Context: an optimization exercise on an open-source flow, tuned for small area and few clock cycles per item. The choices shown serve that exercise and are no tape-out recipe.
In this exercise RTL edits were held to simulation tests only and were not proved equivalent to the original.

==> flow/design.v (outline; a module is shown in full before it is edited, if it fits) <==
// module pot_average_motor_servo_setpoint: 883 lines
module pot_average_motor_servo_setpoint (
    input  wire         i_clk,
    input  wire         i_rst_n,
    input  wire         i_in_valid,
    output logic        o_in_stall,
    input  wire  [19:0] i_in_item,
    output logic        o_out_valid,
    input  wire         i_out_stall,
    output logic [56:0] o_out_item
);
  // ...
==> flow/flow/run.sh <==
#!/bin/bash
# Layout flow: the standard synthesis and layout (standard.sh), with
#  - an inverter clean-up of the synthesized netlist around the full-adder cells
#    (polfix.py; full adders are self-dual, so inverters can be moved), checked
#    for combinational equivalence with yosys (registers unchanged); if the check
#    does not pass, the standard netlist is used as it is;
#  - port buffers of the smallest buffer cell (every port still gets one);
#  - a clock tree without dummy loads, with 8x clock buffers.
# Each tool writes its own log in this folder.
set -u
R=orfs/results/sky130hd/pot_average_motor_servo_setpoint/base
bash standard.sh synth > synth.log 2>&1 || exit 1
cp $R/1_2_yosys.v $R/1_2_yosys_std.v
if python3 flow/polfix.py $R/1_2_yosys_std.v polfix_out.v > polfix.log 2>&1 \
   && python3 flow/cutff.py $R/1_2_yosys_std.v eq_gold.v >> polfix.log 2>&1 \
   && python3 flow/cutff.py polfix_out.v eq_gate.v >> polfix.log 2>&1 \
   && $FLOW_HOME/../tools/install/yosys/bin/yosys -q -l eq.log -p "
        read_liberty -ignore_miss_func $FLOW_HOME/platforms/sky130hd/lib/sky130_fd_sc_hd__tt_025C_1v80.lib
        read_verilog eq_gold.v; rename $FLOW_TOP gold
        read_verilog eq_gate.v; rename $FLOW_TOP gate
        hierarchy -check; flatten; opt_clean -purge
        miter -equiv -flatten -make_assert gold gate miter
        hierarchy -top miter
        sat -verify -prove-asserts miter" > eq_stdout.log 2>&1; then
  echo "polfix netlist proven equivalent; using it" >> polfix.log
  cp polfix_out.v $R/1_2_yosys.v
  rm -f $R/1_synth.odb $R/1_synth.sdc
else
  echo "polfix not used" >> polfix.log
fi
bash standard.sh \
  "BUFFER_PORTS_ARGS=-buffer_cell sky130_fd_sc_hd__buf_1" \
  "CTS_ARGS=-sink_clustering_enable -repair_clock_nets -dont_use_dummy_load -buf_list sky130_fd_sc_hd__clkbuf_8 -sink_clustering_size 20 -sink_clustering_max_diameter 60" \
  "GPL_KEEP_OVERFLOW=0" \
  finish > standard.log 2>&1
==> flow/flow/cutff.py <==
"""Replace every flip-flop instance by ports: its Q net becomes an input, its other
input pins become outputs (named after the instance), so two netlists with the same
registers can be compared combinationally."""
import re, sys
src = open(sys.argv[1]).read()
cell_re = re.compile(r'^(\s*)(sky130_fd_sc_hd__(\w*df\w*|\w*dl\w*))\s+(\\\S+\s|\S+)\s*\((.*?)\);\n', re.S | re.M)
pin_re = re.compile(r'\.(\w+)\(([^()]*)\)')
ins, outs, assigns = [], [], []
def rep(m):
    name = re.sub(r'[^A-Za-z0-9_]', '_', m.group(4).strip())
    for p, n in pin_re.findall(m.group(5)):
        n = n.strip()
        if p == 'CLK': continue
        if p in ('Q', 'Q_N'):
            ins.append((f"q_{name}_{p}", n))
        else:
            outs.append((f"o_{name}_{p}", n))
    return ''
body = cell_re.sub(rep, src)
hdr_end = body.index(');', body.index('module ')) + 2
decl = ''.join(f"  input {a};\n" for a, n in ins) + ''.join(f"  output {a};\n" for a, n in outs)
conn = ''.join(f"  assign {n}{' ' if n.startswith(chr(92)) else ''} = {a};\n" for a, n in ins) + \
       ''.join(f"  assign {a} = {n}{' ' if n.startswith(chr(92)) else ''};\n" for a, n in outs)
hdr = body[:hdr_end]
hdr = hdr.replace(');', ', ' + ', '.join(a for a, n in ins + outs) + ');', 1) if False else hdr
# add ports to the port list
i = hdr.rindex(')')
hdr = hdr[:i] + ''.join(', ' + a for a, n in ins + outs) + hdr[i:]
open(sys.argv[2], 'w').write(hdr + decl + conn + body[hdr_end:])
==> flow/flow/polfix.py <==
#!/usr/bin/env python3
"""Inverter polarity clean-up for a Yosys gate netlist with sky130 full adders.

A full adder is self-dual: FA(~a,~b,~c) = (~sum, ~cout). Flipping an adder (complementing
all three inputs and both outputs) leaves the function unchanged, so the inverters around
adders can be re-placed. This picks a flip for each fa cell (local search) that needs the
fewest inverters, then rewrites the netlist: all inverters whose input or output touches a
full adder are removed and the needed ones are re-created, one per inverted net.
Registers and every other cell are left as they are.
usage: polfix.py IN.v OUT.v
"""
import re, sys, random

FA = 'sky130_fd_sc_hd__fa_'
INV = ('sky130_fd_sc_hd__inv_', 'sky130_fd_sc_hd__clkinv_')
OUTS = {'X', 'Y', 'Q', 'Q_N', 'SUM', 'COUT', 'HI', 'LO'}

src = open(sys.argv[1]).read()
mod_start = src.index('module ')
body_start = src.index(');', mod_start) + 2
end = src.rindex('endmodule')
header, body, tail = src[:body_start], src[body_start:end], src[end:]

cell_re = re.compile(r'^(\s*)(sky130_fd_sc_hd__\w+)\s+(\\\S+\s|\S+)\s*\((.*?)\);\n', re.S | re.M)
pin_re = re.compile(r'\.(\w+)\(([^()]*)\)')

cells = []   # [type, name, [(pin, net)], span]
for m in cell_re.finditer(body):
    pins = [(p, n.strip()) for p, n in pin_re.findall(m.group(4))]
    cells.append([m.group(2), m.group(3).strip(), pins, m.span()])

def is_fa(c): return c[0].startswith(FA)
def is_inv(c): return c[0].startswith(INV)

driver = {}
for i, c in enumerate(cells):
    for p, n in c[2]:
        if p in OUTS and n:
            driver[n] = (i, p)

# nets read by ports (output ports) -- treat as consumers
port_outs = set()
port_names = set(re.findall(r'^\s*output\s+(?:\[[^\]]*\]\s*)?(\S+?);', header + body, re.M))
for m in re.finditer(r'^\s*output\s+(\[[^\]]*\]\s*)?(\S+?);', header + body, re.M):
    port_outs.add(m.group(2))
assigns = re.findall(r'^\s*assign\s+(.*?)\s*=\s*(.*?);', body, re.M)

def root(n):
    """(root net, polarity) following inverter chains"""
    pol = 0
    seen = 0
    while n in driver and is_inv(cells[driver[n][0]]) and seen < 20:
        c = cells[driver[n][0]]
        n = dict(c[2])['A']; pol ^= 1; seen += 1
    return n, pol

# which inverters are "touching" an adder (to be rebuilt)
fa_ids = [i for i, c in enumerate(cells) if is_fa(c)]
fa_index = {i: k for k, i in enumerate(fa_ids)}

def drv_fa(net):
    d = driver.get(net)
    if d and is_fa(cells[d[0]]):
        return fa_index[d[0]]
    return None

# consumers: (cell index or None for port/assign, pin, root, pol)
consumers = []
for i, c in enumerate(cells):
    if is_inv(c):
        continue
    for p, n in c[2]:
        if p in OUTS or not n or n.startswith("1'"):
            continue
        r, pol = root(n)
        consumers.append((i, p, r, pol, n))
# inverters that drive a port or assign directly must stay (as consumers of root)
used_in_assign = set()
for lhs, rhs in assigns:
    for n in re.findall(r'\\\S+\s|[\w\[\]\.$]+', rhs):
        used_in_assign.add(n.strip())

inv_out_nets = {dict(c[2])['Y'] for c in cells if is_inv(c)}
for c in cells:
    if is_inv(c):
        y = dict(c[2])['Y']
        if y in port_outs or y in used_in_assign:
            r, pol = root(y)
            consumers.append((None, 'PORT', r, pol, y))

# only consider consumers whose root or consuming cell involves an adder
relevant = []
for (i, p, r, pol, n) in consumers:
    f_cons = fa_index.get(i) if i is not None else None
    f_drv = drv_fa(r)
    if f_cons is None and f_drv is None:
        continue
    relevant.append((f_cons, f_drv, r, pol, i, p, n))

nfa = len(fa_ids)
x = [0] * nfa

def cost(x):
    need = set()
    for f_cons, f_drv, r, pol, i, p, n in relevant:
        v = pol ^ (x[f_cons] if f_cons is not None else 0) ^ (x[f_drv] if f_drv is not None else 0)
        if v:
            need.add(r)
    return len(need)

# local search with random restarts and single-flip moves
def search(seed):
    rnd = random.Random(seed)
    x = [rnd.randint(0, 1) if seed else 0 for _ in range(nfa)]
    best = cost(x)
    improved = True
    while improved:
        improved = False
        order = list(range(nfa)); rnd.shuffle(order)
        for k in order:
            x[k] ^= 1
            c = cost(x)
            if c <= best and (c < best or rnd.random() < 0.3):
                if c < best: improved = True
                best = c
            else:
                x[k] ^= 1
    return best, x
start = cost(x)
best, x = search(0)
for seed in range(1, 300):
    b, xx = search(seed)
    if b < best:
        best, x = b, xx
print(f"polfix: {nfa} adders, inverters around adders {start} -> {best}", file=sys.stderr)
if len(sys.argv) < 3:
    sys.exit(0)

def outbuf_cleanup(text):
    """Synthesis leaves a buf_4 in front of each output port; the layout's port buffering
    adds its own buffer after it. Shrink these to buf_1 (the resizer can size them up)."""
    n = 0
    def rep(m):
        nonlocal n
        pins = dict((p, v.strip()) for p, v in pin_re.findall(m.group(0)))
        if pins.get('X', '').split('[')[0].lstrip('\\') in port_names:
            n += 1
            return m.group(0).replace(m.group(2), 'sky130_fd_sc_hd__buf_1', 1)
        return m.group(0)
    text = cell_re.sub(lambda m: rep(m) if re.match(r'sky130_fd_sc_hd__(buf|clkbuf)_\d+$', m.group(2)) else m.group(0), text)
    print(f"polfix: {n} output-port buffers from synthesis set to buf_1", file=sys.stderr)
    return text

# ---- rewrite ----
need = {}
for f_cons, f_drv, r, pol, i, p, n in relevant:
    v = pol ^ (x[f_cons] if f_cons is not None else 0) ^ (x[f_drv] if f_drv is not None else 0)
    if v:
        need.setdefault(r, None)
# nets driven by flipped adders carry the complement; name new nets
newpins = {}  # (cell idx, pin) -> net
extra = []
k = 0
def inv_net(r):
    global k
    if need[r] is None:
        k += 1
        nn = f"_polinv{k}_"
        need[r] = nn
        extra.append(f"  sky130_fd_sc_hd__inv_1 _polinv_cell{k}_ (\n    .A({r}{' ' if r.startswith(chr(92)) else ''}),\n    .Y({nn})\n  );\n")
    return need[r]
def netref(n):
    return n + ' ' if n.startswith('\\') else n
port_fix = []
for f_cons, f_drv, r, pol, i, p, n in relevant:
    v = pol ^ (x[f_cons] if f_cons is not None else 0) ^ (x[f_drv] if f_drv is not None else 0)
    target = inv_net(r) if v else r
    if i is None:
        port_fix.append((n, target))
    else:
        newpins[(i, p)] = target
# remove inverters that only fed relevant consumers (rebuild); keep others
keep_inv = set()
for (i, p, r, pol, n) in consumers:
    pass
relevant_keys = {(i, p) for f_cons, f_drv, r, pol, i, p, n in relevant}
# an inverter is still needed if some non-relevant consumer reads its output
inv_needed_nets = set()
for (i, p, r, pol, n) in consumers:
    if (i, p) not in relevant_keys and n in inv_out_nets:
        inv_needed_nets.add(n)
# and transitively its input chain
def mark(n):
    while n in driver and is_inv(cells[driver[n][0]]):
        inv_needed_nets.add(n)
        n = dict(cells[driver[n][0]][2])['A']
for n in list(inv_needed_nets):
    mark(n)
# ports/assign nets whose driver is an inverter: handled via port_fix, inverter removed
port_nets_fixed = {n for n, t in port_fix}

out = []
pos = 0
removed = 0
for idx, c in enumerate(cells):
    s, e = c[3]
    out.append(body[pos:s]); pos = e
    text = body[s:e]
    if is_inv(c):
        y = dict(c[2])['Y']
        if y not in inv_needed_nets:
            removed += 1
            continue
    if any((idx, p) in newpins for p, _ in c[2]):
        def rep(m):
            p = m.group(1)
            if (idx, p) in newpins:
                return f".{p}({netref(newpins[(idx, p)])})"
            return m.group(0)
        text = pin_re.sub(rep, text)
    out.append(text)
out.append(body[pos:])
nb = ''.join(out)
# port nets: drive with a buffer-free connection via an assign-free approach: an inverter
# or buffer cell whose output is the port net
for n, t in port_fix:
    k += 1
    if t == n:
        continue
    extra.append(f"  sky130_fd_sc_hd__buf_1 _polbuf_cell{k}_ (\n    .A({netref(t)}),\n    .X({netref(n)})\n  );\n")
# flipped adders: their output nets now carry complements; consumers were rewired above
decl = ''.join(f"  wire _polinv{j}_;\n" for j in range(1, k + 1) if f"_polinv{j}_" in ''.join(extra))
nb = decl + nb + ''.join(extra)
text = header + nb + tail
text = outbuf_cleanup(text)
open(sys.argv[2], 'w').write(text)
print(f"polfix: removed {removed} inverters, added {sum(1 for e in extra if 'inv_1' in e)} inverters, {sum(1 for e in extra if 'buf_1' in e)} port buffers", file=sys.stderr)
==> flow/standard.sh <==
#!/bin/bash
# synth_recipe.tcl (not shown) runs the flow's synth.tcl, then flattens the netlist and writes it again
# the make line also repeats each setting of config.mk as NAME=value (left out here)
make -C /OpenROAD-flow-scripts/flow DESIGN_CONFIG=/design/flow/config.mk WORK_HOME=/design/flow/orfs CLKGATE_MAP_FILE= SYNTH_SCRIPT=/design/flow/synth_recipe.tcl "${@:-finish}"
==> flow/config.mk <==
export PLATFORM = sky130hd
export DESIGN_NAME = pot_average_motor_servo_setpoint
export DESIGN_NICKNAME = pot_average_motor_servo_setpoint
export VERILOG_FILES = /design/flow/design.v
export SDC_FILE = /design/flow/constraint.sdc
export NUM_CORES = 4
export LEC_CHECK = 0
export CAP_MARGIN = 20
export CORE_MARGIN = 2
export CORE_UTILIZATION = 40
export SLEW_MARGIN = 20
==> flow/constraint.sdc <==
create_clock -name core_clock -period 10.0 [get_ports {i_clk}]
set_input_delay 2.0000 -clock core_clock [delete_from_list [all_inputs] [get_ports {i_clk}]]
set_output_delay 2.0000 -clock core_clock [all_outputs]
set_load 0.01 [all_outputs]
==> impl_metrics.env, run 1 <==
export IMPL_utilization_pct=45.45
export IMPL_regArea_sq_um=6705
export IMPL_slowest_delay_ns=0.55
export IMPL_cp_buffers_inverters=5
export IMPL_core_sq_um=27710
export IMPL_ant_nets=0
export IMPL_worstReg2RegStart="r_valid$_SDFF_PN0_"
export IMPL_multi_input_area_share_pct=33.18
export IMPL_dr_pass1_iters=4
export IMPL_clk_pin_slew_ns=0.11
export IMPL_multi_input_cells=337
export IMPL_dominant_cell_class="registers"
export IMPL_grt_use_total_pct=11.73
export IMPL_required_ns=8.00
export IMPL_hold_class="reg2reg"
export IMPL_slew_headroom_pct=35.15
export IMPL_worstSetupPathDepth=26
export IMPL_crit_slowest_cell="fa_1"
export IMPL_reg2reg_depth=24
export IMPL_status="complete, no violations"
export IMPL_wire_per_inst_microns=14.54
export IMPL_initial_utilization_pct=40.47
export IMPL_grt_pass1_wl_microns=26700
export IMPL_grt_max_degree=34
export IMPL_dp_cells=1127
export IMPL_fin_cells=1155
export IMPL_hpwl_microns=12270
export IMPL_stdcell_area_sq_um=12590
export IMPL_drc=0
export IMPL_seq_cell_share_pct=53.25
export IMPL_worstPathMaxFanout=2
export IMPL_holdBufCountCts=0
export IMPL_hold_depth=0
export IMPL_use_met2_pct=17.65
export IMPL_cts_tree="done"
Testbench counts, summed over its fixed seeds: cycles 16,016, items 16,000.
==> inputs of run 2 (changes only) <==
--- a/flow/flow/run.sh
+++ b/flow/flow/run.sh
@@ -31,5 +31,4 @@
 bash standard.sh \
   "BUFFER_PORTS_ARGS=-buffer_cell sky130_fd_sc_hd__buf_1" \
   "CTS_ARGS=-sink_clustering_enable -repair_clock_nets -dont_use_dummy_load -buf_list sky130_fd_sc_hd__clkbuf_8 -sink_clustering_size 20 -sink_clustering_max_diameter 60" \
-  "GPL_KEEP_OVERFLOW=0" \
   finish > standard.log 2>&1
--- a/flow/flow/polfix.py
+++ b/flow/flow/polfix.py
@@ -12,6 +12,7 @@
 import re, sys, random
 
 FA = 'sky130_fd_sc_hd__fa_'
+HA = 'sky130_fd_sc_hd__ha_'
 INV = ('sky130_fd_sc_hd__inv_', 'sky130_fd_sc_hd__clkinv_')
 OUTS = {'X', 'Y', 'Q', 'Q_N', 'SUM', 'COUT', 'HI', 'LO'}
 
@@ -30,6 +31,8 @@
     cells.append([m.group(2), m.group(3).strip(), pins, m.span()])
 
 def is_fa(c): return c[0].startswith(FA)
+def is_ha(c): return c[0].startswith(HA)
+def is_var(c): return is_fa(c) or is_ha(c)
 def is_inv(c): return c[0].startswith(INV)
 
 driver = {}
@@ -55,7 +58,7 @@
     return n, pol
 
 # which inverters are "touching" an adder (to be rebuilt)
-fa_ids = [i for i, c in enumerate(cells) if is_fa(c)]
+fa_ids = [i for i, c in enumerate(cells) if is_var(c)]
 fa_index = {i: k for k, i in enumerate(fa_ids)}
 
 def drv_fa(net):
@@ -218,6 +221,16 @@
                 return f".{p}({netref(newpins[(idx, p)])})"
             return m.group(0)
         text = pin_re.sub(rep, text)
+    if is_ha(c) and x[fa_index[idx]]:
+        # flipped half adder: inputs arrive complemented; a^b = ~a^~b, a&b = ~(~a|~b)
+        pins = dict((p, v.strip()) for p, v in pin_re.findall(text))
+        nm = c[1].lstrip('\\').rstrip()
+        nm = re.sub(r'[^A-Za-z0-9_]', '_', nm)
+        text = ''
+        if pins.get('SUM'):
+            text += f"  sky130_fd_sc_hd__xor2_1 {nm}_hx (\n    .A({netref(pins['A'])}),\n    .B({netref(pins['B'])}),\n    .X({netref(pins['SUM'])})\n  );\n"
+        if pins.get('COUT'):
+            text += f"  sky130_fd_sc_hd__nor2_1 {nm}_hc (\n    .A({netref(pins['A'])}),\n    .B({netref(pins['B'])}),\n    .Y({netref(pins['COUT'])})\n  );\n"
     out.append(text)
 out.append(body[pos:])
 nb = ''.join(out)
==> run 2 against run 1 <==
Against the previous run:
- synthesized area shrank 0.69%
- hold slack lost 0.018 ns
- fmax grew 0.35%
- synthesized cell count is the same
- cell count grew 0.95%
- setup slack gained 0.034 ns
- global-route usage shrank 0.12 points
- first-iteration DRC count grew 15%
==> impl_metrics.env, run 2 <==
export IMPL_wirelength_microns=16660
export IMPL_drive_gt1_share_pct=12.69
export IMPL_htreeDepth=1
export IMPL_required_ns=8.00
export IMPL_fin_cells=1166
export IMPL_vias_per_cell=4.427
export IMPL_utilization_pct=44.65
export IMPL_worst_ep_arrival_time_ns=7.70
export IMPL_dp_cells=1136
export IMPL_slowest_delay_ns=0.55
export IMPL_crit_path_start="r_ssum[3]$_SDFF_PN0_"
export IMPL_grt_use_total_pct=11.60
export IMPL_syn_avg_cell_area_sq_um=15.59
export IMPL_setup_viol=0
export IMPL_grt_pass1_wl_microns=26630
export IMPL_gp_congestion=0.7851
export IMPL_layout_commonest_cell="edfxtp_1"
export IMPL_num_antenna_cells=0
export IMPL_hold_start="r_cell[7][19]$_DFFE_PP_"
export IMPL_pre_cts_ws_ns=0.1286
export IMPL_cp_buffers_inverters=3
export IMPL_period_share_pct=96.99
export IMPL_worstPathMaxFanout=3
export IMPL_nets=959
export IMPL_critPathLaunchType="register"
export IMPL_setup_tns_ns=0
export IMPL_maxCapViolCount=0
export IMPL_hold_violations=0
export IMPL_crit_chain="fa_1 > fa_1 > fa_1 > nor2_1 > fa_2 > fa_2 > inv_2 > fa_1 > ha_2 > fa_1 > fa_2 > fa_1 > inv_1 > and4bb_2 > nor3_4 > xnor2_2 > ha_1 > fa_2 > fa_2 > fa_2 > nor2_2 > xnor2_1 > xnor3_1 > clkbuf_2"
export IMPL_fmax_ghz=0.1031
export IMPL_final_cell_mix="200 x edfxtp_1, 89 x fa_1, 80 x buf_1, 66 x inv_1, 49 x and2_1"
export IMPL_initial_utilization_pct=40.30
export IMPL_wire_per_inst_microns=14.29
export IMPL_slew_headroom_pct=53.40
export IMPL_worstSetupPathType="reg2out"
export IMPL_ctsLongestPathBuffers=3
export IMPL_hpwl_microns=11650
export IMPL_status="complete, no violations"
export IMPL_core_sq_um=27630
export IMPL_die_w_microns=170.8
export IMPL_cts_made_buffers=17
export IMPL_clk_pin_slew_ns=0.12
export IMPL_maxSlewViolCount=0
export IMPL_reg_largest_list="r_cell: 200 flops, r_asum: 14 flops, r_ssum: 14 flops"
export IMPL_die_h_microns=170.8
export IMPL_cp_end_kind="output pin"
export IMPL_worst_pin_slew_ns=0.6961
export IMPL_setup_slack_ns=0.3014
export IMPL_grt_ovfl_total=0
export IMPL_syn_to_final_growth_pct=10.80
export IMPL_largest_reg_flops=200
export IMPL_dr_pass1_iters=4
export IMPL_rows=61
export IMPL_worstReg2RegStart="r_fill[0]$_SDFFE_PN0P_"
export IMPL_syn_num_nets=883
export IMPL_ioPinCount=83
export IMPL_grt_max_degree=119
export IMPL_ant_nets=0
export IMPL_syn_instance_count=714
export IMPL_layout_min_cycle_time_ns=9.699
export IMPL_dpl_cell_area_sq_um=11880
export IMPL_die_area_sq_um=29190
export IMPL_yosys_warnings=2
export IMPL_clk_root_buffer_cell="clkbuf_8"
export IMPL_hold_class="reg2reg"
export IMPL_antenna_found_initial=0
export IMPL_clock_sinks=233
export IMPL_drtIter0Drc=348
export IMPL_grt_pass1_vias=5023
export IMPL_io_buffers=82
export IMPL_stdcell_area_sq_um=12340
export IMPL_drc=0
export IMPL_worstSkewPairLatency_ns=0.52
export IMPL_cts_tree="done"
export IMPL_final_setup_skew_ns=0.06112
export IMPL_fillCellCount=2543
export IMPL_top_register="r_cell"
export IMPL_critPathTopFamily="adder cells"
export IMPL_crit_slowest_cell="fa_1"
export IMPL_syn_cell_area_sq_um=11130
export IMPL_vias=5162
[run 2: cell count changes in the layout (fill, tap and decap cells not counted), sizes merged]
cell    delta
xor2      +16
inv       -16
buf        +9
clkbuf     +2
nor2      +18
ha        -18
[run 2: cell type report]
class / instances / area, sq um / share of cell area, %
Inverter: 70 / 262.8 / 2.130
Clock buffer: 17 / 234.0 / 1.897
Tap cell: 378 / 473.0 / 3.834
Sequential cell: 233 / 6683 / 54.17
Multi-Input combinational cell: 353 / 4101 / 33.25
Timing Repair Buffer: 115 / 583.1 / 4.726
[run 2: worst paths after layout]
| path | slack [ns] | end | depth (start not counted) |
|---|---|---|---|
| max reg2reg | 3.11 | r_asum[13]$_SDFF_PN0_ | 23 |
| max | 0.30 | o_out_item[23] | 24 |
| min reg2reg | 0.38 | r_cell[8][19]$_DFFE_PP_ | 0 |
| min | 0.38 | r_cell[8][19]$_DFFE_PP_ | 0 |
[run 2: worst reg2reg max path, stage by stage (launching register included)]
cell	delay, ns
dfxtp_1	0.38
inv_1	0.06
ha_1	0.18
and3b_1	0.20
nand2_1	0.41
buf_4	0.31
inv_1	0.27
ha_1	0.32
fa_1	0.39
fa_1	0.40
fa_1	0.39
fa_1	0.39
fa_1	0.39
fa_1	0.41
fa_1	0.41
fa_1	0.40
fa_1	0.40
ha_1	0.21
ha_1	0.18
ha_1	0.19
xnor2_1	0.17
xnor2_1	0.16
xnor2_1	0.08
and2_1	0.15
[run 2: what timing repair did]
| action | CTS | global route |
|---|---|---|
| pin swaps | 5 | 12 |
| setup endpoints to repair | 6 | 4 |
| hold buffers | 0 | 0 |
| buffers inserted | 9 | 4 |
| resized for setup | 21 | 29 |
[run 2: per-layer routing]
layer  vias to the layer above  share of wire [%]  global-route usage (%)
li1                       2475                  -                       -
met4                         0                1.5                   2.911
met5                         -                  0                       0
met3                        15                3.9                   1.596
met1                      2576                 52                   18.11
met2                        96                 43                   17.18
[run 2: metrics by stage]
step	hold WS, ns
after floorplan	0.4003
after detailed placement	0.4045
after global routing	0.3812
after global placement	0.4003
final	0.3799
after CTS	0.3842
==> inputs of run 3 (changes only) <==
--- a/flow/flow/run.sh
+++ b/flow/flow/run.sh
@@ -11,7 +11,7 @@
 R=orfs/results/sky130hd/pot_average_motor_servo_setpoint/base
 bash standard.sh synth > synth.log 2>&1 || exit 1
 cp $R/1_2_yosys.v $R/1_2_yosys_std.v
-if python3 flow/polfix.py $R/1_2_yosys_std.v polfix_out.v > polfix.log 2>&1 \
+if python3 flow/polfix.py $R/1_2_yosys_std.v polfix_out.v 6 > polfix.log 2>&1 \
    && python3 flow/cutff.py $R/1_2_yosys_std.v eq_gold.v >> polfix.log 2>&1 \
    && python3 flow/cutff.py polfix_out.v eq_gate.v >> polfix.log 2>&1 \
    && $FLOW_HOME/../tools/install/yosys/bin/yosys -q -l eq.log -p "
==> flow/flow/polfix.py (replaced) <==
#!/usr/bin/env python3
"""Polarity clean-up of a Yosys gate netlist (sky130), around adder cells.

Some cells can absorb a complement at their inputs and/or output for free or at a
lower area:  a full adder is self-dual, FA(~a,~b,~c) = (~sum, ~cout);  a half adder on
complemented inputs is xor2 + nor2 (same area);  and2/nand2/or2/nor2 swap into each
other by De Morgan.  This picks, for each such cell, the form that with the inverters
it needs has the least area (local search), removes every inverter and re-creates one
inverter per net that some pin needs complemented.  Registers, ports and all other
cells keep their names and functions.
usage: polfix.py IN.v OUT.v
"""
import re, sys, random
from collections import defaultdict

P = 'sky130_fd_sc_hd__'
A_INV = 3.7536
AREA = {'and2': 6.256, 'nand2': 3.7536, 'or2': 6.256, 'nor2': 3.7536}
# gate modes: (xi, xo) -> type; function of the (0,0) type
GATE_MODES = {
    'and2':  {(0, 0): 'and2', (0, 1): 'nand2', (1, 0): 'nor2', (1, 1): 'or2'},
    'nand2': {(0, 0): 'nand2', (0, 1): 'and2', (1, 0): 'or2', (1, 1): 'nor2'},
    'or2':   {(0, 0): 'or2', (0, 1): 'nor2', (1, 0): 'nand2', (1, 1): 'and2'},
    'nor2':  {(0, 0): 'nor2', (0, 1): 'or2', (1, 0): 'and2', (1, 1): 'nand2'},
}
OUTPIN = {'and2': 'X', 'or2': 'X', 'nand2': 'Y', 'nor2': 'Y'}
OUTS = {'X', 'Y', 'Q', 'Q_N', 'SUM', 'COUT', 'HI', 'LO'}

src = open(sys.argv[1]).read()
mod_start = src.index('module ')
body_start = src.index(');', mod_start) + 2
end = src.rindex('endmodule')
header, body, tail = src[:body_start], src[body_start:end], src[end:]
cell_re = re.compile(r'^(\s*)(sky130_fd_sc_hd__\w+)\s+(\\\S+\s|\S+)\s*\((.*?)\);\n', re.S | re.M)
pin_re = re.compile(r'\.(\w+)\(([^()]*)\)')

cells = []
for m in cell_re.finditer(body):
    pins = [(p, n.strip()) for p, n in pin_re.findall(m.group(4))]
    cells.append({'type': m.group(2)[len(P):], 'name': m.group(3).strip(), 'pins': pins, 'span': m.span()})

def base(t): return re.sub(r'_\d+$', '', t)
def netref(n): return n + ' ' if n.startswith('\\') else n

driver = {}
for i, c in enumerate(cells):
    for p, n in c['pins']:
        if p in OUTS and n:
            driver[n] = i

ports = set(re.findall(r'^\s*(?:output|input)\s+(?:\[[^\]]*\]\s*)?(\S+?);', header + body, re.M))
assigns = re.findall(r'^\s*assign\s+(.*?)\s*=\s*(.*?);', body, re.M)
pinned_names = set()
for lhs, rhs in assigns:
    for n in re.findall(r'\\\S+\s|[A-Za-z_][\w\[\]\.$]*', lhs + ' ' + rhs):
        pinned_names.add(n.strip())
def pinned(n):
    return n.split('[')[0].lstrip('\\') in ports or n in pinned_names or n.split('[')[0] in ports

def is_inv(i): return base(cells[i]['type']) in ('inv', 'clkinv')
# inverters that drive pinned nets stay (treated as fixed cells)
removable = set(i for i, c in enumerate(cells) if is_inv(i)
                and not pinned(dict(c['pins'])['Y']))

def root(n):
    pol = 0
    for _ in range(50):
        i = driver.get(n)
        if i is None or i not in removable:
            break
        n = dict(cells[i]['pins'])['A']; pol ^= 1
    return n, pol

# variable cells and their modes: list of (xi, xo, area)
var_of = {}
modes = []
for i, c in enumerate(cells):
    b = base(c['type'])
    outs = [n for p, n in c['pins'] if p in OUTS and n]
    if any(pinned(n) for n in outs):
        continue   # its output is a port or in an assign: keep as is
    if b == 'fa':
        var_of[i] = len(modes); modes.append([(0, 0, 0.0), (1, 1, 0.0)])
    elif b == 'ha':
        var_of[i] = len(modes); modes.append([(0, 0, 0.0), (1, 0, 0.0)])
    elif b in GATE_MODES and c['type'].endswith(('_0', '_1')):
        ms = []
        for (xi, xo), t in GATE_MODES[b].items():
            ms.append((xi, xo, AREA[t] - AREA[b]))
        var_of[i] = len(modes); modes.append(ms)

# consumer pins: every input pin of a non-removable cell
cons = []   # (cell, pin, root, pol)
for i, c in enumerate(cells):
    if i in removable:
        continue
    for p, n in c['pins']:
        if p in OUTS or not n or n.startswith("1'") or p == 'CLK':
            continue
        r, pol = root(n)
        cons.append((i, p, r, pol))
# pinned nets driven by removable... none (those inverters are fixed). Nets used by
# assigns/ports are consumers too: if such a net was driven through a removable
# inverter it would have been pinned, so nothing to add.

roots = sorted(set(r for _, _, r, _ in cons))
rid = {r: k for k, r in enumerate(roots)}
drv_var = [var_of.get(driver.get(r)) if driver.get(r) is not None else None for r in roots]
cons_by_var_in = defaultdict(list)    # var -> consumer indices (its own input pins)
cons_by_var_out = defaultdict(list)   # var -> consumer indices reading its outputs
cinfo = []
for k, (i, p, r, pol) in enumerate(cons):
    cv = var_of.get(i)
    dv = drv_var[rid[r]]
    cinfo.append((cv, dv, rid[r], pol))
    if cv is not None: cons_by_var_in[cv].append(k)
    if dv is not None: cons_by_var_out[dv].append(k)

nv = len(modes)

def need_of(k, m):
    cv, dv, r, pol = cinfo[k]
    return pol ^ (modes[cv][m[cv]][0] if cv is not None else 0) ^ (modes[dv][m[dv]][1] if dv is not None else 0)

def full_cost(m):
    cnt = [0] * len(roots)
    for k in range(len(cinfo)):
        if need_of(k, m):
            cnt[cinfo[k][2]] += 1
    area = sum(modes[v][m[v]][2] for v in range(nv))
    return cnt, area + A_INV * sum(1 for x in cnt if x)

def move_delta(m, cnt, v, alt):
    cur = m[v]
    ks = set(cons_by_var_in[v]) | set(cons_by_var_out[v])
    delta = modes[v][alt][2] - modes[v][cur][2]
    changes = defaultdict(int)
    for k in ks:
        before = need_of(k, m)
        m[v] = alt
        after = need_of(k, m)
        m[v] = cur
        if before != after:
            changes[cinfo[k][2]] += (after - before)
    for r, dc in changes.items():
        delta += A_INV * (((cnt[r] + dc) > 0) - (cnt[r] > 0))
    return delta, ks

def apply(m, cnt, v, alt, ks):
    for k in ks:
        cnt[cinfo[k][2]] -= need_of(k, m)
    m[v] = alt
    for k in ks:
        cnt[cinfo[k][2]] += need_of(k, m)

def search(seed, steps=400000):
    """simulated annealing over cell modes"""
    rnd = random.Random(seed)
    m = [0] * nv
    cnt, cost = full_cost(m)
    best, bm = cost, list(m)
    T0, T1 = 4.0, 0.05
    for step in range(steps):
        T = T0 * (T1 / T0) ** (step / steps)
        v = rnd.randrange(nv)
        if len(modes[v]) < 2: continue
        alt = rnd.randrange(len(modes[v]) - 1)
        if alt >= m[v]: alt += 1
        d, ks = move_delta(m, cnt, v, alt)
        if d <= 0 or rnd.random() < pow(2.718281828, -d / T):
            apply(m, cnt, v, alt, ks)
            cost += d
            if cost < best - 1e-9:
                best, bm = cost, list(m)
    # greedy finish
    m = bm; cnt, cost = full_cost(m)
    improved = True
    while improved:
        improved = False
        for v in range(nv):
            for alt in range(len(modes[v])):
                if alt == m[v]: continue
                d, ks = move_delta(m, cnt, v, alt)
                if d < -1e-9:
                    apply(m, cnt, v, alt, ks); cost += d; improved = True
    return full_cost(m)[1], m

start_cost = full_cost([0] * nv)[1]
best, bm = search(0)
restarts = int(sys.argv[3]) if len(sys.argv) > 3 else 8
for s in range(1, restarts):
    c, m = search(s)
    if c < best - 1e-9:
        best, bm = c, m
print(f"polfix: {nv} flexible cells, {len(removable)} inverters; inverter+gate area {start_cost:.1f} -> {best:.1f} (relative)", file=sys.stderr)
if len(sys.argv) < 3:
    sys.exit(0)

# ---- rewrite ----
m = bm
invnet = {}
extra = []
def inv_of(r):
    if r not in invnet:
        k = len(invnet) + 1
        invnet[r] = f"_polinv{k}_"
        extra.append(f"  {P}inv_1 _polinv_cell{k}_ (\n    .A({netref(r)}),\n    .Y(_polinv{k}_)\n  );\n")
    return invnet[r]
newpin = {}
for k, (i, p, r, pol) in enumerate(cons):
    newpin[(i, p)] = inv_of(roots[cinfo[k][2]]) if need_of(k, m) else r

out = []
pos = 0
for i, c in enumerate(cells):
    s, e = c['span']
    out.append(body[pos:s]); pos = e
    if i in removable:
        continue
    pins = c['pins']
    conn = {p: newpin.get((i, p), n) for p, n in pins}
    t = c['type']; b = base(t)
    v = var_of.get(i)
    mode = modes[v][m[v]] if v is not None else (0, 0, 0)
    nm = c['name']
    def cell(tt, name, pl):
        return f"  {P}{tt} {name} (\n" + ",\n".join(f"    .{p}({netref(n)})" for p, n in pl) + "\n  );\n"
    if v is None or mode[:2] == (0, 0):
        out.append(cell(t, nm, [(p, conn[p]) for p, _ in pins]))
    elif b == 'fa':
        out.append(cell(t, nm, [(p, conn[p]) for p, _ in pins]))
    elif b == 'ha':
        clean = re.sub(r'[^A-Za-z0-9_]', '_', nm.lstrip('\\'))
        if conn.get('SUM'):
            out.append(cell('xor2_1', f"{clean}_hx", [('A', conn['A']), ('B', conn['B']), ('X', conn['SUM'])]))
        if conn.get('COUT'):
            out.append(cell('nor2_1', f"{clean}_hc", [('A', conn['A']), ('B', conn['B']), ('Y', conn['COUT'])]))
    else:
        nt = GATE_MODES[b][mode[:2]]
        o = conn[OUTPIN[b]]
        out.append(cell(nt + '_1', nm, [('A', conn['A']), ('B', conn['B']), (OUTPIN[nt], o)]))
out.append(body[pos:])
nb = ''.join(f"  wire _polinv{k}_;\n" for k in range(1, len(invnet) + 1)) + ''.join(out) + ''.join(extra)
open(sys.argv[2], 'w').write(header + nb + tail)
print(f"polfix: removed {len(removable)} inverters, added {len(invnet)}", file=sys.stderr)
==> run 3 against run 2 <==
Against the previous run:
- still clean
- setup slack worse by 0.087 ns
- synthesized area increased by 1.5%
- critical path type unchanged
==> impl_metrics.env, run 3 <==
export IMPL_crit_slowest_cell="fa_2"
export IMPL_critPathLaunchType="register"
export IMPL_clk_root_buffer_cell="clkbuf_8"
export IMPL_syn_avg_cell_area_sq_um=16.00
export IMPL_crit_top_cell="fa_2"
export IMPL_largest_reg_flops=200
export IMPL_vias=5100
export IMPL_syn_num_nets=874
export IMPL_worst_pin_slew_ns=0.7141
export IMPL_drive_gt1_share_pct=11.48
export IMPL_maxCapViolCount=0
export IMPL_core_sq_um=27780
export IMPL_grt_pass1_wl_microns=26700
export IMPL_slew_headroom_pct=52.40
export IMPL_worst_ep_arrival_time_ns=7.79
export IMPL_holdBufCountCts=0
export IMPL_num_antenna_cells=0
export IMPL_ant_nets=0
export IMPL_rsz0062_at_grt="true"
export IMPL_syn_to_final_growth_pct=8.218
export IMPL_hpwl_microns=12150
export IMPL_clk_pin_slew_ns=0.12
export IMPL_cp_end_kind="output pin"
export IMPL_hold_violations=0
export IMPL_wirelength_microns=16820
export IMPL_gp_congestion=0.8123
export IMPL_io_buffers=82
export IMPL_pre_cts_ws_ns=0.1226
export IMPL_setup_tns_ns=0
export IMPL_setup_slack_ns=0.2140
export IMPL_die_area_sq_um=29600
export IMPL_grt_ovfl_total=0
export IMPL_wire_per_inst_microns=14.59
export IMPL_initial_utilization_pct=40.66
export IMPL_period_share_pct=97.86
export IMPL_setup_viol=0
export IMPL_yosys_warnings=2
export IMPL_clock_sinks=233
export IMPL_fillCellCount=2538
export IMPL_vias_per_cell=4.423
export IMPL_slowest_delay_ns=0.57
export IMPL_crit_chain="inv_4 > fa_1 > fa_1 > fa_1 > ha_2 > fa_2 > fa_2 > fa_1 > nor2_1 > inv_1 > fa_2 > fa_2 > fa_2 > fa_2 > inv_2 > xnor2_2 > ha_1 > fa_2 > fa_2 > fa_2 > nor2_4 > xnor2_2 > xnor3_1 > buf_2"
export IMPL_ioPinCount=83
export IMPL_layout_commonest_cell="edfxtp_1"
export IMPL_final_cell_mix="200 x edfxtp_1, 91 x fa_1, 80 x buf_1, 54 x inv_1, 50 x and2_1"
export IMPL_syn_cell_area_sq_um=11300
export IMPL_ctsLongestPathBuffers=3
export IMPL_worstSetupPathType="reg2out"
export IMPL_die_w_microns=172.1
export IMPL_final_setup_skew_ns=0.06252
export IMPL_cts_tree="done"
export IMPL_cp_buffers_inverters=4
export IMPL_layout_min_cycle_time_ns=9.786
export IMPL_worstSkewPairLatency_ns=0.50
export IMPL_fmax_ghz=0.1022
export IMPL_status="complete, no violations"
export IMPL_rows=61
export IMPL_reg_largest_list="r_cell: 200 flops, r_asum: 14 flops, r_ssum: 14 flops"
export IMPL_grt_pass1_vias=5108
export IMPL_hold_class="reg2reg"
export IMPL_nets=945
export IMPL_stdcell_area_sq_um=12230
export IMPL_dr_pass1_iters=4
export IMPL_drc=0
export IMPL_grt_use_total_pct=11.56
export IMPL_maxSlewViolCount=0
export IMPL_syn_instance_count=706
export IMPL_drtIter0Drc=305
export IMPL_required_ns=8.00
export IMPL_htreeDepth=1
export IMPL_antenna_found_initial=0
export IMPL_top_register="r_cell"
export IMPL_dpl_cell_area_sq_um=11850
export IMPL_grt_max_degree=61
export IMPL_die_h_microns=172.1
export IMPL_worstPathMaxFanout=4
export IMPL_critPathTopFamily="adder cells"
export IMPL_cts_made_buffers=16
run 3: path summary, 6_finish.rpt:
path | start | endpoint | slack (ns) | cells past startpoint
worst max register to register | r_fill[0]$_SDFFE_PN0P_ | r_asum[13]$_SDFF_PN0_ | 3.16 | 23
worst min-delay path | r_cell[6][10]$_DFFE_PP_ | r_cell[7][10]$_DFFE_PP_ | 0.36 | 0
worst min register to register | r_cell[6][10]$_DFFE_PP_ | r_cell[7][10]$_DFFE_PP_ | 0.36 | 0
worst max-delay path | r_ssum[5]$_SDFF_PN0_ | o_out_item[23] | 0.21 | 24
run 3: worst register-to-register path, stage by stage (launching register included):
cell and delay (ns):
dfxtp_1 0.37, inv_1 0.07, ha_1 0.19, and3b_1 0.20
nand2_1 0.46, nor2_1 0.12, fa_1 0.45, ha_1 0.20
fa_1 0.37, fa_1 0.39, fa_1 0.39, fa_1 0.40
fa_1 0.41, fa_1 0.40, fa_1 0.41, fa_1 0.39
fa_1 0.40, ha_1 0.20, ha_1 0.18, ha_1 0.19
xnor2_1 0.17, xnor2_1 0.15, xnor2_1 0.07, and2_1 0.14
run 3: metal layers:
layer / global-route usage (%) / wire length, microns
met4: 2.484 / 157
met1: 17.92 / 8670
met5: 0 / 0
met3: 1.694 / 683
met2: 17.39 / 7308
run 3: through the flow:
| stage | cells | hold slack, ns | utilization, % |
|---|---|---|---|
| 3_3_place_gp | 1130 | 0.4011 | 42.64 |
| 2_1_floorplan | 706 | 0.4003 | - |
| 6_report | 1153 | 0.3562 | 44.01 |
| 5_1_grt | 1153 | 0.3735 | 44.01 |
| 3_5_place_dp | 1130 | 0.4045 | 42.64 |
| 4_1_cts | 1150 | 0.3580 | 43.70 |
run 3: what timing repair did:
action	in CTS	in global routing
pin swaps	9	6
setup endpoints to repair	6	4
setup buffers	4	3
resized for setup	22	24
run 3: layout make-up:
| type | count | area [sq um] | share of cell area (%) |
|---|---|---|---|
| flip-flops and latches | 233 | 6680 | 54.64 |
| multi-input cells | 354 | 4093 | 33.48 |
| repair buffers | 111 | 528.0 | 4.319 |
| well taps | 378 | 473.0 | 3.869 |
| inverters | 61 | 231.5 | 1.893 |
| clock buffers | 16 | 220.2 | 1.801 |
==> inputs of run 4 (changes only) <==
--- a/flow/flow/run.sh
+++ b/flow/flow/run.sh
@@ -30,5 +30,6 @@
 fi
 bash standard.sh \
   "BUFFER_PORTS_ARGS=-buffer_cell sky130_fd_sc_hd__buf_1" \
-  "CTS_ARGS=-sink_clustering_enable -repair_clock_nets -dont_use_dummy_load -buf_list sky130_fd_sc_hd__clkbuf_8 -sink_clustering_size 20 -sink_clustering_max_diameter 60" \
+  "CTS_ARGS=-sink_clustering_enable -repair_clock_nets -dont_use_dummy_load -buf_list sky130_fd_sc_hd__clkbuf_8 -sink_clustering_size 18 -sink_clustering_max_diameter 55" \
+  "RECOVER_POWER=100" \
   finish > standard.log 2>&1
==> run 4 against run 3 <==
Against the previous run:
- now fails the layout checks on max-capacitance violations, max-slew violations
- via count about the same
- die area stayed put
- critical path type unchanged
- largest cell class unchanged
- highest routed layer unchanged
==> impl_metrics.env, run 4 <==
export IMPL_clk_pin_slew_ns=0.10
export IMPL_worst_pin_slew_ns=2.276
export IMPL_timing_hold_ws_ns=0.3975
export IMPL_vias_per_cell=4.398
export IMPL_cts_tree="done"
export IMPL_worstPathMaxFanout=4
export IMPL_rsz0062_at_grt="true"
export IMPL_worstSetupPathType="reg2out"
export IMPL_initial_utilization_pct=40.66
export IMPL_maxSlewViolCount=79
export IMPL_required_ns=8.00
export IMPL_die_h_microns=172.1
export IMPL_core_sq_um=27780
export IMPL_cp_end_kind="output pin"
export IMPL_htreeDepth=1
export IMPL_layout_min_cycle_time_ns=9.767
export IMPL_drc=0
export IMPL_die_area_sq_um=29600
export IMPL_grt_pass1_vias=5133
export IMPL_nets=951
export IMPL_setup_tns_ns=0
export IMPL_layout_commonest_cell="edfxtp_1"
export IMPL_clk_root_buffer_cell="clkbuf_8"
export IMPL_syn_avg_cell_area_sq_um=16.00
export IMPL_top_register="r_cell"
export IMPL_grt_ovfl_total=0
export IMPL_ctsLongestPathBuffers=3
export IMPL_maxCapViolCount=2
export IMPL_holdBufCountCts=0
export IMPL_wirelength_microns=16910
export IMPL_cp_buffers_inverters=4
export IMPL_fmax_ghz=0.1024
export IMPL_worst_ep_arrival_time_ns=7.77
export IMPL_num_antenna_cells=0
export IMPL_slew_headroom_pct=-51.76
export IMPL_pre_cts_ws_ns=0.1226
export IMPL_dr_pass1_iters=4
export IMPL_grt_max_degree=61
export IMPL_worstSkewPairLatency_ns=0.50
export IMPL_setup_slack_ns=0.2332
export IMPL_hold_violations=0
export IMPL_syn_to_final_growth_pct=8.528
export IMPL_syn_cell_area_sq_um=11300
export IMPL_rows=61
export IMPL_slowest_delay_ns=0.57
export IMPL_drtIter0Drc=294
export IMPL_ioPinCount=83
export IMPL_crit_path_start="r_ssum[13]$_SDFF_PN0_"
export IMPL_cts_made_buffers=19
export IMPL_io_buffers=82
export IMPL_wire_per_inst_microns=14.59
export IMPL_largest_reg_flops=200
export IMPL_antenna_found_initial=0
export IMPL_clock_sinks=233
export IMPL_grt_pass1_wl_microns=26800
export IMPL_die_w_microns=172.1
export IMPL_reg_largest_list="r_cell: 200 flops, r_asum: 14 flops, r_ssum: 14 flops"
export IMPL_crit_top_cell="fa_2"
export IMPL_so_faults="max-capacitance violations, max-slew violations"
export IMPL_hold_start="r_cell[4][15]$_DFFE_PP_"
export IMPL_ant_nets=0
export IMPL_setup_viol=0
export IMPL_fillCellCount=2519
export IMPL_vias=5097
export IMPL_critPathLaunchType="register"
export IMPL_syn_num_nets=874
export IMPL_final_cell_mix="200 x edfxtp_1, 90 x fa_1, 80 x buf_1, 55 x inv_1, 47 x nor2_1"
export IMPL_crit_chain="inv_1 > fa_1 > fa_1 > fa_1 > ha_2 > fa_2 > fa_2 > fa_1 > nor2_1 > inv_1 > fa_2 > fa_2 > fa_2 > fa_2 > inv_2 > xnor2_2 > ha_1 > fa_2 > fa_2 > fa_2 > nor2_4 > xnor2_2 > xnor3_1 > buf_2"
export IMPL_worstReg2RegStart="r_valid$_SDFF_PN0_"
export IMPL_drive_gt1_share_pct=11.40
export IMPL_status="complete, but fails checks"
export IMPL_period_share_pct=97.67
export IMPL_utilization_pct=44.13
export IMPL_gp_congestion=0.8123
export IMPL_hpwl_microns=12150
export IMPL_syn_instance_count=706
export IMPL_yosys_warnings=2
export IMPL_hold_class="reg2reg"
export IMPL_grt_use_total_pct=11.59
export IMPL_critPathTopFamily="adder cells"
export IMPL_crit_slowest_cell="fa_1"
export IMPL_final_setup_skew_ns=0.02827
==> run 4: cell type report <==
type | instances | area, sq um | share of cell area, %
Sequential cell | 233 | 6676 | 54.45
Timing Repair Buffer | 114 | 539.3 | 4.398
Multi-Input combinational cell | 354 | 4079 | 33.27
Inverter | 61 | 231.5 | 1.888
Clock buffer | 19 | 261.5 | 2.133
Tap cell | 378 | 473.0 | 3.858
==> run 4: metal layers <==
layer / share of wire (%) / track usage [%] / routed length [microns]
met5: 0 / 0 / 0
met4: 1.5 / 2.813 / 250
met3: 3.9 / 1.625 / 665
met2: 43 / 17.55 / 7318
met1: 51 / 17.75 / 8677
==> run 4: final timing paths <==
check | slack (ns) | depth (start not counted) | end
worst max-delay path | 0.23 | 24 | o_out_item[23]
worst max register to register | 1.87 | 21 | r_asum[13]$_SDFF_PN0_
worst min register to register | 0.40 | 0 | r_cell[5][15]$_DFFE_PP_
worst min-delay path | 0.40 | 0 | r_cell[5][15]$_DFFE_PP_
==> run 4: metrics by stage <==
stage | cells | instance area [sq um]
4_1_cts | 1153 | 12180
3_5_place_dp | 1130 | 11850
5_1_grt | 1159 | 12260
3_3_place_gp | 1130 | 11850
6_report | 1159 | 12260
2_1_floorplan | 706 | 11300
==> run 4: what timing repair did <==
item,CTS,global route
buffers inserted,4,6
gates resized for setup,18,26
pin swaps,8,6
setup endpoints to repair,6,4
==> inputs of run 5 (changes only) <==
--- a/flow/flow/run.sh
+++ b/flow/flow/run.sh
@@ -31,5 +31,4 @@
 bash standard.sh \
   "BUFFER_PORTS_ARGS=-buffer_cell sky130_fd_sc_hd__buf_1" \
   "CTS_ARGS=-sink_clustering_enable -repair_clock_nets -dont_use_dummy_load -buf_list sky130_fd_sc_hd__clkbuf_8 -sink_clustering_size 18 -sink_clustering_max_diameter 55" \
-  "RECOVER_POWER=100" \
   finish > standard.log 2>&1
==> run 5 against run 4 <==
Against the previous run:
- now clean on timing, DRC and antenna
- first-iteration DRC count grew 7.1%
- fmax is essentially flat
- critical path depth is the same
- synthesized area is the same
- routed wire length shrank 0.16%
- synthesized cell count is the same
- flip-flop and latch count is the same
- global-route usage is the same
- core utilization grew 0.099 points
- largest cell class unchanged
- highest routed layer unchanged
==> impl_metrics.env, run 5 <==
export IMPL_dr_pass1_iters=4
export IMPL_cp_buffers_inverters=4
export IMPL_layout_commonest_cell="edfxtp_1"
export IMPL_num_antenna_cells=0
export IMPL_drive_gt1_share_pct=12.04
export IMPL_slowest_delay_ns=0.57
export IMPL_syn_to_final_growth_pct=8.771
export IMPL_wire_per_inst_microns=14.57
export IMPL_layout_min_cycle_time_ns=9.765
export IMPL_rsz0062_at_grt="true"
export IMPL_clk_root_buffer_cell="clkbuf_8"
export IMPL_crit_chain="inv_1 > fa_1 > fa_1 > fa_1 > ha_2 > fa_2 > fa_2 > fa_1 > nor2_1 > inv_1 > fa_2 > fa_2 > fa_2 > fa_2 > inv_2 > xnor2_2 > ha_1 > fa_2 > fa_2 > fa_2 > nor2_4 > xnor2_2 > xnor3_1 > buf_2"
export IMPL_gp_congestion=0.8123
export IMPL_die_h_microns=172.1
export IMPL_status="complete, no violations"
export IMPL_clock_sinks=233
export IMPL_crit_top_cell="fa_2"
export IMPL_wirelength_microns=16890
export IMPL_final_cell_mix="200 x edfxtp_1, 90 x fa_1, 80 x buf_1, 55 x inv_1, 50 x and2_1"
export IMPL_period_share_pct=97.65
export IMPL_antenna_found_initial=0
export IMPL_dp_cells=1130
export IMPL_die_w_microns=172.1
export IMPL_cp_end_kind="output pin"
export IMPL_worst_ep_arrival_time_ns=7.77
export IMPL_grt_pass1_wl_microns=26800
export IMPL_syn_num_nets=874
export IMPL_worstSetupPathType="reg2out"
export IMPL_maxCapViolCount=0
export IMPL_worstReg2RegStart="r_fill[0]$_SDFFE_PN0P_"
export IMPL_critPathLaunchType="register"
export IMPL_crit_path_start="r_ssum[13]$_SDFF_PN0_"
export IMPL_use_met1_pct=17.75
export IMPL_ioPinCount=83
export IMPL_ctsLongestPathBuffers=3
export IMPL_use_met2_pct=17.55
export IMPL_ant_nets=0
export IMPL_maxSlewViolCount=0
export IMPL_cts_made_buffers=19
export IMPL_grtUsageMet3_pct=1.625
export IMPL_io_buffers=82
export IMPL_hold_class="reg2reg"
export IMPL_vias_per_cell=4.424
export IMPL_clk_pin_slew_ns=0.10
export IMPL_holdBufCountCts=0
export IMPL_final_setup_skew_ns=0.02766
export IMPL_hpwl_microns=12150
export IMPL_initial_utilization_pct=40.66
export IMPL_fmax_ghz=0.1024
export IMPL_syn_avg_cell_area_sq_um=16.00
export IMPL_reg_largest_list="r_cell: 200 flops, r_asum: 14 flops, r_ssum: 14 flops"
export IMPL_nets=951
export IMPL_top_register="r_cell"
export IMPL_worst_pin_slew_ns=0.7183
export IMPL_rows=61
export IMPL_worstSkewPairLatency_ns=0.50
export IMPL_grt_pass1_vias=5133
export IMPL_hold_violations=0
export IMPL_syn_instance_count=706
export IMPL_critPathTopFamily="adder cells"
export IMPL_cts_tree="done"
export IMPL_die_area_sq_um=29600
export IMPL_slew_headroom_pct=52.11
export IMPL_vias=5127
export IMPL_htreeDepth=1
export IMPL_grt_max_degree=61
export IMPL_largest_reg_flops=200
export IMPL_drtIter0Drc=315
export IMPL_crit_slowest_cell="fa_1"
export IMPL_grt_ovfl_total=0
export IMPL_worstPathMaxFanout=4
export IMPL_syn_cell_area_sq_um=11300
export IMPL_setup_tns_ns=0
export IMPL_yosys_warnings=2
export IMPL_drc=0
export IMPL_hold_start="r_cell[4][15]$_DFFE_PP_"
export IMPL_stdcell_area_sq_um=12290
export IMPL_fin_cells=1159
export IMPL_dpl_cell_area_sq_um=11850
export IMPL_setup_viol=0
export IMPL_top_usage_layer="met1"
export IMPL_core_sq_um=27780
export IMPL_required_ns=8.00
export IMPL_grt_use_total_pct=11.59
run 5: through the flow:
step | setup WS, ns | util, % | hold WS [ns]
6_report | 0.2348 | 44.23 | 0.3995
5_1_grt | -0.07055 | 44.23 | 0.4015
4_1_cts | 0.02000 | 43.83 | 0.3965
3_5_place_dp | 0.1226 | 42.64 | 0.4045
3_3_place_gp | 0.1738 | 42.64 | 0.4011
2_1_floorplan | 0.1943 | - | 0.4003
run 5: worst paths after layout:
kind / end / slack, ns / cells after the start
worst max register to register: r_asum[13]$_SDFF_PN0_ / 3.15 / 23
worst min register to register: r_cell[5][15]$_DFFE_PP_ / 0.40 / 0
worst max-delay path: o_out_item[23] / 0.23 / 24
worst min-delay path: r_cell[5][15]$_DFFE_PP_ / 0.40 / 0
run 5: area by class of cell:
cell class	instances	area, sq um
tap	378	473.0
fill	2515	15490
inverter	61	231.5
multi-input combinational	354	4095
sequential	233	6676
clock buffer	19	261.5
timing repair buffer	114	550.5
run 5: per-layer routing:
layer / up-vias / wire [microns]
met1: 2553 / 8653
met3: 18 / 659
li1: 2459 / -
met4: 0 / 252
met5: - / 0
met2: 97 / 7320
run 5: repair_timing:
item,CTS,global route
setup buffers,4,6
pin swaps,8,6
gates resized for setup,18,26
endpoints found under the setup margin,6,4
gates cloned,0,0
run 5: worst register-to-register path, stage by stage (launching register included):
cell     delay [ns]
dfxtp_1        0.36
inv_1          0.07
ha_1           0.19
and3b_1        0.20
nand2_1        0.45
nor2_1         0.12
fa_1           0.45
ha_1           0.20
fa_1           0.37
fa_1           0.39
fa_1           0.39
fa_1           0.41
fa_1           0.42
fa_1           0.40
fa_1           0.41
fa_1           0.39
fa_1           0.40
ha_1           0.20
ha_1           0.18
ha_1           0.19
xnor2_1        0.17
xnor2_1        0.15
xnor2_1        0.07
and2_1         0.14
==> inputs of run 6 (changes only) <==
--- a/flow/flow/run.sh
+++ b/flow/flow/run.sh
@@ -30,5 +30,5 @@
 fi
 bash standard.sh \
   "BUFFER_PORTS_ARGS=-buffer_cell sky130_fd_sc_hd__buf_1" \
-  "CTS_ARGS=-sink_clustering_enable -repair_clock_nets -dont_use_dummy_load -buf_list sky130_fd_sc_hd__clkbuf_8 -sink_clustering_size 18 -sink_clustering_max_diameter 55" \
+  "CTS_ARGS=-sink_clustering_enable -repair_clock_nets -dont_use_dummy_load -buf_list sky130_fd_sc_hd__clkbuf_4 -sink_clustering_size 12 -sink_clustering_max_diameter 45" \
   finish > standard.log 2>&1
==> run 6 against run 5 <==
Against the previous run:
- still clean
- flip-flop and latch count unchanged
- first-iteration DRC count is 11% lower
- critical path depth rose by 2
- sequential share of layout area hardly changed
- register-to-register slack better by 0.02 ns
- setup slack got worse by 0.038 ns
- count of clock-buffer cells in the layout rose by 8
- critical path type unchanged
- critical endpoint unchanged
- largest cell class unchanged
==> impl_metrics.env, run 6 <==
export IMPL_rsz0062_at_grt="true"
export IMPL_stdcell_area_sq_um=12290
export IMPL_drc=0
export IMPL_slowest_delay_ns=0.57
export IMPL_ioPinCount=83
export IMPL_die_area_sq_um=29600
export IMPL_io_buffers=82
export IMPL_cts_made_buffers=27
export IMPL_htreeDepth=1
export IMPL_worst_ep_arrival_time_ns=7.80
export IMPL_die_h_microns=172.1
export IMPL_required_ns=8.00
export IMPL_clk_root_buffer_cell="clkbuf_4"
export IMPL_worst_pin_slew_ns=0.7210
export IMPL_crit_top_cell="fa_2"
export IMPL_cp_end_kind="output pin"
export IMPL_vias=5205
export IMPL_final_cell_mix="200 x edfxtp_1, 87 x fa_1, 80 x buf_1, 53 x inv_1, 50 x and2_1"
export IMPL_ctsLongestPathBuffers=3
export IMPL_holdBufCountCts=0
export IMPL_status="complete, no violations"
export IMPL_hold_class="reg2reg"
export IMPL_dp_cells=1130
export IMPL_drive_gt1_share_pct=14.38
export IMPL_critPathLaunchType="register"
export IMPL_grt_use_total_pct=11.77
export IMPL_syn_avg_cell_area_sq_um=16.00
export IMPL_maxCapViolCount=0
export IMPL_worstSetupPathType="reg2out"
export IMPL_hpwl_microns=12150
export IMPL_top_register="r_cell"
export IMPL_wirelength_microns=17010
export IMPL_syn_num_nets=874
export IMPL_critPathTopFamily="adder cells"
export IMPL_fin_cells=1172
export IMPL_drtIter0Drc=279
export IMPL_gp_congestion=0.8123
export IMPL_reg_largest_list="r_cell: 200 flops, r_asum: 14 flops, r_ssum: 14 flops"
export IMPL_vias_per_cell=4.441
export IMPL_worstSkewPairLatency_ns=0.62
export IMPL_layout_commonest_cell="edfxtp_1"
export IMPL_clk_pin_slew_ns=0.12
export IMPL_antenna_found_initial=1
export IMPL_crit_slowest_cell="fa_2"
export IMPL_clock_sinks=233
export IMPL_ant_nets=0
export IMPL_dpl_cell_area_sq_um=11850
export IMPL_grt_pass1_vias=5300
export IMPL_cp_buffers_inverters=4
export IMPL_timing_hold_ws_ns=0.3759
export IMPL_dr_pass1_iters=6
export IMPL_period_share_pct=98.03
export IMPL_worstPathMaxFanout=4
export IMPL_fmax_ghz=0.1020
export IMPL_grt_max_degree=61
export IMPL_yosys_warnings=2
export IMPL_nets=963
export IMPL_wire_per_inst_microns=14.52
export IMPL_hold_violations=0
export IMPL_syn_to_final_growth_pct=8.794
export IMPL_rows=61
export IMPL_slew_headroom_pct=51.93
export IMPL_setup_viol=0
export IMPL_final_setup_skew_ns=0.07100
export IMPL_maxSlewViolCount=0
export IMPL_grt_ovfl_total=0
export IMPL_core_sq_um=27780
export IMPL_grt_pass1_wl_microns=27170
export IMPL_cts_tree="done"
export IMPL_syn_instance_count=706
export IMPL_layout_min_cycle_time_ns=9.803
export IMPL_die_w_microns=172.1
export IMPL_largest_reg_flops=200
export IMPL_syn_cell_area_sq_um=11300
export IMPL_initial_utilization_pct=40.66
[run 6: layer usage]
| layer | part of all wire [%] | vias to the layer above | track usage [%] |
|---|---|---|---|
| li1 | - | 2504 | - |
| met1 | 51 | 2574 | 17.59 |
| met2 | 43 | 100 | 18.00 |
| met3 | 4.1 | 27 | 1.717 |
| met4 | 2.0 | 0 | 3.434 |
| met5 | 0 | - | 0 |
[run 6: worst paths after layout]
check                                        startpoint                      end  cells after the start  slack (ns)
worst max-delay path               r_ssum[5]$_SDFF_PN0_           o_out_item[23]                     26        0.20
worst min-delay path            r_cell[8][19]$_DFFE_PP_  r_cell[9][19]$_DFFE_PP_                      0        0.38
worst max register to register   r_fill[0]$_SDFFE_PN0P_    r_asum[13]$_SDFF_PN0_                     23        3.17
worst min register to register  r_cell[8][19]$_DFFE_PP_  r_cell[9][19]$_DFFE_PP_                      0        0.38
[run 6: stage by stage]
stage                     util [%]  worst slack [ns]  TNS (ns)
after floorplan                  -            0.1943         0
after global placement       42.64            0.1738         0
after detailed placement     42.64            0.1226         0
after CTS                    43.74          -0.02504  -0.02504
after global routing         44.24           -0.1664   -0.2170
final                        44.24            0.1973         0
[run 6: final cells by class]
type | count | area [sq um]
fill | 2538 | 15490
sequential | 233 | 6683
inverter | 61 | 231.5
multi-input combinational | 354 | 4118
timing repair buffer | 118 | 580.6
antenna | 1 | 2.502
tap | 378 | 473.0
clock buffer | 27 | 202.7
[run 6: timing repair]
item                                   CTS  global route
resized for setup                       31            24
pin swaps                               13             9
buffers inserted                         5             9
setup endpoints to repair                7             5
endpoints found under the hold margin    0             0

## separate check: timing with driven ports
How much do the figures lean on ideal ports? The routed layouts below were timed once more, with nothing changed but the port constraints. Step 1 sets driving cells, clkbuf_16 on the clock port and buf_2 on the other inputs (assumed; they add their load-dependent delay and slew). Step 2 times the ports against the registers' clock, not the clock port: input delays grow and output delays shrink by t, the midpoint of the rising clock arrivals with the driver on. a / b / c = ideal / step 1 / step 2; a / b = the first two.
run | t, ns | setup slack, ns | hold WS [ns] | slew at the worst register clock pin (ns)
run 1 | 0.524 | 0.267 / 0.228 / 0.425 | 0.398 / 0.398 / 0.398 | 0.12 / 0.12
run 2 | 0.526 | 0.301 / 0.263 / 0.789 | 0.380 / 0.380 / 0.380 | 0.12 / 0.12
run 3 | 0.508 | 0.214 / 0.179 / 0.687 | 0.356 / 0.356 / 0.356 | 0.12 / 0.12
run 4 | 0.524 | 0.233 / 0.197 / 0.047 | 0.398 / 0.398 / 0.398 | 0.10 / 0.10
run 5 | 0.522 | 0.235 / 0.198 / 0.720 | 0.400 / 0.400 / 0.400 | 0.10 / 0.10
run 6 | 0.625 | 0.197 / 0.163 / 0.787 | 0.376 / 0.376 / 0.376 | 0.12 / 0.12
The setup slack of run 4, which loses most, moves by -0.036 ns with the drivers and by -0.186 ns with both steps.
